Context: an optimization exercise on an open-source flow, tuned for small area. The choices shown serve that exercise and are no tape-out recipe.
In this exercise RTL edits were held to simulation tests only and were not proved equivalent to the original.
No activity file was given, so power comes from the tool's default toggle rates.

// reg_fetch_mp
module reg_fetch_mp #(
    parameter int XLEN      = 32,
    parameter int NUM_REGS  = 32,
    parameter int NUM_RD    = 2,
    parameter int NUM_WB    = 2,
    parameter int PAYLOAD_W = 64,
    parameter int IDX_W     = $clog2(NUM_REGS)
) (
    input  logic                      i_clk,
    input  logic                      i_rst,
    input  logic                      i_flush,
    input  logic                      i_stall,
    input  logic                      i_valid,
    input  logic [PAYLOAD_W-1:0]      i_payload,
    input  logic [NUM_RD-1:0]         i_rs_valid,
    input  logic [NUM_RD*IDX_W-1:0]   i_rs_idx,
    input  logic [NUM_WB-1:0]         i_wb_valid,
    input  logic [NUM_WB*IDX_W-1:0]   i_wb_idx,
    input  logic [NUM_WB*XLEN-1:0]    i_wb_data,
    output logic                      o_valid,
    output logic [PAYLOAD_W-1:0]      o_payload,
    output logic [NUM_RD-1:0]         o_rs_valid,
    output logic [NUM_RD*XLEN-1:0]    o_rs_data
);
    logic [XLEN-1:0]      r_regs     [1:NUM_REGS-1];
    logic [XLEN-1:0]      w_regs_nxt [1:NUM_REGS-1];
    logic                 r_valid;
    logic [PAYLOAD_W-1:0] r_payload;
    logic [NUM_RD-1:0]    r_rs_valid;
    logic [XLEN-1:0]      r_rs_data  [NUM_RD];
    logic [IDX_W-1:0]     r_held_idx [NUM_RD];
    logic [IDX_W-1:0]     w_wb_idx   [NUM_WB];
    logic [XLEN-1:0]      w_wb_data  [NUM_WB];
    logic w_clr, w_adv, w_hold;
    assign w_clr  = i_rst | i_flush;
    assign w_adv  = ~w_clr & ~i_stall;
    assign w_hold = ~w_clr &  i_stall;
    generate
        for (genvar w = 0; w < NUM_WB; w++) begin : g_wb_unpack
            assign w_wb_idx[w]  = i_wb_idx[w*IDX_W +: IDX_W];
            assign w_wb_data[w] = i_wb_data[w*XLEN +: XLEN];
        end
    endgenerate
    generate
        for (genvar r = 1; r < NUM_REGS; r++) begin : g_rf
            logic w_hit0, w_hit1, w_s0, w_s1, w_sh;
            assign w_hit0 = i_wb_valid[0] & (w_wb_idx[0] == IDX_W'(r));
            assign w_hit1 = i_wb_valid[1] & (w_wb_idx[1] == IDX_W'(r));
            assign w_s1   = ~i_rst &  w_hit1;
            assign w_s0   = ~i_rst &  w_hit0 & ~w_hit1;
            assign w_sh   = ~i_rst & ~w_hit0 & ~w_hit1;
  ...
export LEC_CHECK = 0
export ABC_AREA = 1
export CAP_MARGIN = 20
export CORE_MARGIN = 2
export CORE_UTILIZATION = 40
export CTS_BUF_LIST = sky130_fd_sc_hd__clkbuf_8
export PLACE_DENSITY = 0.75
export SLEW_MARGIN = 20
create_clock -name core_clock -period 5.0 [get_ports {i_clk}]
standard.sh (not shown) runs the stock make flow with config.mk's settings and CLKGATE_MAP_FILE= SYNTH_SCRIPT=/design/flow/synth_recipe.tcl, a recipe that flattens the netlist after the stock synthesis.
==> flow/flow/run.sh <==
#!/bin/bash
# Own layout flow: the standard synthesis, then an area-only re-map of the
# combinational logic (registers untouched), then the standard layout steps.
set -euo pipefail
W=$(pwd)
R=$W/orfs/results/${FLOW_PLATFORM}/reg_fetch_mp/base
bash standard.sh synth > $W/flow_synth.log 2>&1
cp $R/1_2_yosys.v $W/std_synth.v
REMAP_IN=$W/std_synth.v REMAP_OUT=$W/remap.v REMAP_SCRIPT=$W/flow/area.abc \
REMAP_LIB=$FLOW_HOME/platforms/${FLOW_PLATFORM}/lib/sky130_fd_sc_hd__tt_025C_1v80.lib \
REMAP_DONTUSE=$W/flow/dontuse.txt REMAP_TOP=$FLOW_TOP \
  yosys -c $W/flow/remap.tcl > $W/flow_remap.log 2>&1
cp $W/remap.v $R/1_2_yosys.v
rm -f $R/1_synth.odb $R/1_synth.sdc
# Clock tree without dummy loads; small port buffers.
bash standard.sh \
  "CTS_ARGS=-sink_clustering_enable -repair_clock_nets -dont_use_dummy_load -sink_clustering_size 14 -sink_clustering_max_diameter 40 -buf_list {sky130_fd_sc_hd__clkbuf_8}" \
  "BUFFER_PORTS_ARGS=-buffer_cell sky130_fd_sc_hd__buf_1" \
  finish > $W/flow_layout.log 2>&1
Other scripts of this flow, unchanged in this note and not shown: flow/flow/area.abc, flow/flow/dontuse.txt, flow/flow/remap.tcl
The baseline finished clean.
Change:
--- a/flow/flow/run.sh
+++ b/flow/flow/run.sh
@@ -18,2 +18,3 @@
   "BUFFER_PORTS_ARGS=-buffer_cell sky130_fd_sc_hd__buf_1" \
+  RECOVER_POWER=100 \
   finish > $W/flow_layout.log 2>&1
- CORE_UTILIZATION: 40 -> 50
- PLACE_DENSITY: 0.75 -> default
The new run completed, yet does not pass: capacitance limit, slew limit, setup timing.
Sequential cell count stays the same.
Sequential power is about the same.
Power climbs by 1.3%.
Wire length climbs by 2.7%.
Combinational power is about the same.
Worst setup slack gets worse by 0.76 ns.
Utilization climbs by 12 points.
Change:
--- a/flow/flow/run.sh
+++ b/flow/flow/run.sh
@@ -18,3 +18,2 @@
   "BUFFER_PORTS_ARGS=-buffer_cell sky130_fd_sc_hd__buf_1" \
-  RECOVER_POWER=100 \
   finish > $W/flow_layout.log 2>&1
- CAP_MARGIN: 20 -> 15
- CORE_UTILIZATION: 50 -> 40
- PLACE_DENSITY: default -> 0.75
- SLEW_MARGIN: 20 -> 15
=>
- Now the flow completed without violations
- die area rises by 25%
- synthesized cell count is unchanged
- hold slack gets better by 0.029 ns
- non-clock buffer count falls by 89
- utilization falls by 12 points
- global-route usage falls by 12 points
- power falls by 1.5%

---

== run A ==
reg_fetch_mp again, from the RTL that the note above started with.
// reg_fetch_mp
module reg_fetch_mp #(
    parameter int XLEN      = 32,
    parameter int NUM_REGS  = 32,
    parameter int NUM_RD    = 2,
    parameter int NUM_WB    = 2,
    parameter int PAYLOAD_W = 64,
    parameter int IDX_W     = $clog2(NUM_REGS)
) (
    input  logic                      i_clk,
    input  logic                      i_rst,
    input  logic                      i_flush,
    input  logic                      i_stall,
    input  logic                      i_valid,
    input  logic [PAYLOAD_W-1:0]      i_payload,
    input  logic [NUM_RD-1:0]         i_rs_valid,
    input  logic [NUM_RD*IDX_W-1:0]   i_rs_idx,
    input  logic [NUM_WB-1:0]         i_wb_valid,
    input  logic [NUM_WB*IDX_W-1:0]   i_wb_idx,
    input  logic [NUM_WB*XLEN-1:0]    i_wb_data,
    output logic                      o_valid,
    output logic [PAYLOAD_W-1:0]      o_payload,
    output logic [NUM_RD-1:0]         o_rs_valid,
    output logic [NUM_RD*XLEN-1:0]    o_rs_data
);
  ...
==> flow/config.mk <==
export PLATFORM = sky130hd
export DESIGN_NAME = reg_fetch_mp
export DESIGN_NICKNAME = reg_fetch_mp
export VERILOG_FILES = /design/flow/design.v
export SDC_FILE = /design/flow/constraint.sdc
export NUM_CORES = 4
export LEC_CHECK = 0
export ABC_AREA = 1
export CAP_MARGIN = 20
export CORE_MARGIN = 2
export CORE_UTILIZATION = 40
export CTS_BUF_LIST = sky130_fd_sc_hd__clkbuf_8
export SLEW_MARGIN = 20
==> flow/constraint.sdc <==
create_clock -name core_clock -period 5.0 [get_ports {i_clk}]
set_input_delay 1.0000 -clock core_clock [delete_from_list [all_inputs] [get_ports {i_clk}]]
set_output_delay 1.0000 -clock core_clock [all_outputs]
set_load 0.01 [all_outputs]
==> flow/flow/run.sh <==
#!/bin/bash
# Own layout flow: the standard synthesis, then an area-only re-map of the
# combinational logic (registers untouched), then the standard layout steps.
set -euo pipefail
W=$(pwd)
R=$W/orfs/results/${FLOW_PLATFORM}/reg_fetch_mp/base
bash standard.sh synth > $W/flow_synth.log 2>&1
cp $R/1_2_yosys.v $W/std_synth.v
REMAP_IN=$W/std_synth.v REMAP_OUT=$W/remap.v REMAP_SCRIPT=$W/flow/area.abc \
REMAP_LIB=$FLOW_HOME/platforms/${FLOW_PLATFORM}/lib/sky130_fd_sc_hd__tt_025C_1v80.lib \
REMAP_DONTUSE=$W/flow/dontuse.txt REMAP_TOP=$FLOW_TOP \
  yosys -c $W/flow/remap.tcl > $W/flow_remap.log 2>&1
cp $W/remap.v $R/1_2_yosys.v
rm -f $R/1_synth.odb $R/1_synth.sdc
# Clock tree without dummy loads; small port buffers.
bash standard.sh \
  "CTS_ARGS=-sink_clustering_enable -repair_clock_nets -dont_use_dummy_load -sink_clustering_size 14 -sink_clustering_max_diameter 40 -buf_list {sky130_fd_sc_hd__clkbuf_8}" \
  "BUFFER_PORTS_ARGS=-buffer_cell sky130_fd_sc_hd__buf_1" \
  finish > $W/flow_layout.log 2>&1
Other scripts of this flow, unchanged in this note and not shown: flow/flow/area.abc, flow/flow/dontuse.txt, flow/flow/remap.tcl
Run A ended with every stage complete and zero timing, DRC or antenna violations.
## Diff of input files: run B against run A
diff --git a/flow/flow/run.sh b/flow/flow/run.sh
--- a/flow/flow/run.sh
+++ b/flow/flow/run.sh
@@ -16,3 +16,3 @@
 bash standard.sh \
-  "CTS_ARGS=-sink_clustering_enable -repair_clock_nets -dont_use_dummy_load -sink_clustering_size 14 -sink_clustering_max_diameter 40 -buf_list {sky130_fd_sc_hd__clkbuf_8}" \
+  "CTS_ARGS=-sink_clustering_enable -repair_clock_nets -dont_use_dummy_load -buf_list {sky130_fd_sc_hd__clkbuf_4 sky130_fd_sc_hd__clkbuf_8}" \
   "BUFFER_PORTS_ARGS=-buffer_cell sky130_fd_sc_hd__buf_1" \
diff --git a/flow/config.mk b/flow/config.mk
--- a/flow/config.mk
+++ b/flow/config.mk
@@ -8,6 +8,6 @@
 export ABC_AREA = 1
-export CAP_MARGIN = 20
+export CAP_MARGIN = 0
 export CORE_MARGIN = 2
-export CORE_UTILIZATION = 40
-export CTS_BUF_LIST = sky130_fd_sc_hd__clkbuf_8
-export SLEW_MARGIN = 20
+export CORE_UTILIZATION = 30
+export CTS_BUF_LIST = sky130_fd_sc_hd__clkbuf_4 sky130_fd_sc_hd__clkbuf_8
+export SLEW_MARGIN = 0
- On post-detailed-route DRC marker count, run A tracks run B almost exactly.
- On count of clock-net buffers in the final layout: between run A and run B, it ends up higher for run B.
- Run B against run A: final setup slack of the worst path went up 40 ps; tightest slew margin relative to the limit went down 17 points; final area went up about 1.6%.
- In run B the implementation ran to completion but is not tape-out ready, as the final checks report capacitance limit, slew limit.
- Relative to run A, number of fill cells increased by 40% in run B.
- Run B against run A: die area increased 40000 um2, power density relative to cell area increased 9.4 nW/um2, global-route wire length before repair +about 5%.
Edits applied to the flow inputs when going from run B to run C:
diff --git a/flow/flow/run.sh b/flow/flow/run.sh
--- a/flow/flow/run.sh
+++ b/flow/flow/run.sh
@@ -16,3 +16,3 @@
 bash standard.sh \
-  "CTS_ARGS=-sink_clustering_enable -repair_clock_nets -dont_use_dummy_load -buf_list {sky130_fd_sc_hd__clkbuf_4 sky130_fd_sc_hd__clkbuf_8}" \
+  "CTS_ARGS=-sink_clustering_enable -repair_clock_nets -dont_use_dummy_load -sink_clustering_size 14 -sink_clustering_max_diameter 40 -buf_list {sky130_fd_sc_hd__clkbuf_8}" \
   "BUFFER_PORTS_ARGS=-buffer_cell sky130_fd_sc_hd__buf_1" \
diff --git a/flow/config.mk b/flow/config.mk
--- a/flow/config.mk
+++ b/flow/config.mk
@@ -8,6 +8,6 @@
 export ABC_AREA = 1
-export CAP_MARGIN = 0
+export CAP_MARGIN = 10
 export CORE_MARGIN = 2
-export CORE_UTILIZATION = 30
-export CTS_BUF_LIST = sky130_fd_sc_hd__clkbuf_4 sky130_fd_sc_hd__clkbuf_8
-export SLEW_MARGIN = 0
+export CORE_UTILIZATION = 40
+export CTS_BUF_LIST = sky130_fd_sc_hd__clkbuf_8
+export SLEW_MARGIN = 10
--- outcome ---
Run C did not stop at any stage, and its layout met the timing, design-rule and antenna checks.
Logic gate share of total power on run C is up relative to run B.
Of run B and run C, the lower synthesis-to-finish area growth belongs to run C.
Floorplan die area in run C is about 25% lower than in run B
In run C the fraction of met1 tracks used by global routing turned out 12 points higher than in run B.
Number of clock-tree buffers in the layout went down by more than 10% going from run B to run C.
Transition time at the pin with the least slew margin sits lower in run C than in run B.
STATUS largest clock skew in the final design: run C loses against run B
The slack of the critical path of run C was inferior to that of run B.
> inputs changed (run C -> run D)
diff --git a/flow/flow/run.sh b/flow/flow/run.sh
--- a/flow/flow/run.sh
+++ b/flow/flow/run.sh
@@ -14,6 +14,2 @@
 rm -f $R/1_synth.odb $R/1_synth.sdc
-# Clock tree without dummy loads; small port buffers.
-bash standard.sh \
-  "CTS_ARGS=-sink_clustering_enable -repair_clock_nets -dont_use_dummy_load -sink_clustering_size 14 -sink_clustering_max_diameter 40 -buf_list {sky130_fd_sc_hd__clkbuf_8}" \
-  "BUFFER_PORTS_ARGS=-buffer_cell sky130_fd_sc_hd__buf_1" \
-  finish > $W/flow_layout.log 2>&1
+bash standard.sh > $W/flow_layout.log 2>&1
diff --git a/flow/config.mk b/flow/config.mk
--- a/flow/config.mk
+++ b/flow/config.mk
@@ -8,6 +8,5 @@
 export ABC_AREA = 1
-export CAP_MARGIN = 10
+export CAP_MARGIN = 20
 export CORE_MARGIN = 2
-export CORE_UTILIZATION = 40
-export CTS_BUF_LIST = sky130_fd_sc_hd__clkbuf_8
-export SLEW_MARGIN = 10
+export CORE_UTILIZATION = 30
+export SLEW_MARGIN = 20
Notes after the runs:
The largest power group comes out the clock network in one run and registers in the other, namely in run D and run C respectively.
Non-clock buffer count, run D and run C, lower one = run C.
Run D ends up with lower fraction of met2 tracks used by global routing than run C does.
Run C finished every step from synthesis to the final layout, and the layout passed the timing, design-rule and antenna checks.
The flow did not stop early for run D: all stages ran, and the layout cleared the timing, design-rule and antenna checks.
met3 capacity usage during global routing for run D: 4.6 points down relative to run C
Reported combinational group power (run D over run C): increase, 14%
[compare] base=run C new=run D: total power of the final layout has increased, tightest hold margin grew by 160 ps.

[re-timing with driven ports]
The flow's constraints put no driver on any port. The routed layouts listed below were extracted and timed again, unchanged, in two steps.
Step 1 assumes that a clkbuf_16 drives the clock port and a buf_2 every other input.
Step 2 times the ports against the registers' clock, not the clock port: input delays grow and output delays shrink by t, the midpoint of the rising clock arrivals with the driver on.
a / b / c = ideal / step 1 / step 2; a / b = the first two.
run | t (ns) | slack for setup (ns) | worst setup path after step 2 | worst data-port slew with drivers (ns) | cell pins on the clock port's net
the first run of note 1 | 0.957 | 0.598 / 0.639 / -0.318 | input to register | 0.39 | 1
the second run of note 1 | 0.972 | -0.165 / -0.107 / -1.078 | input to register | 0.10 | 1
the third run of note 1 | 0.924 | 0.479 / 0.524 / -0.400 | input to register | 0.39 | 1
run A | 0.930 | 0.536 / 0.579 / -0.351 | input to register | 0.35 | 1
run B | 0.984 | 0.576 / 0.616 / -0.368 | input to register | 0.33 | 1
run C | 0.938 | 0.454 / 0.498 / -0.440 | input to register | 0.32 | 1
run D | 0.867 | 0.233 / 0.279 / -0.588 | input to register | 0.23 | 1
The setup slack of run B, which loses most, moves by +0.040 ns with the drivers and by -0.944 ns with both steps.
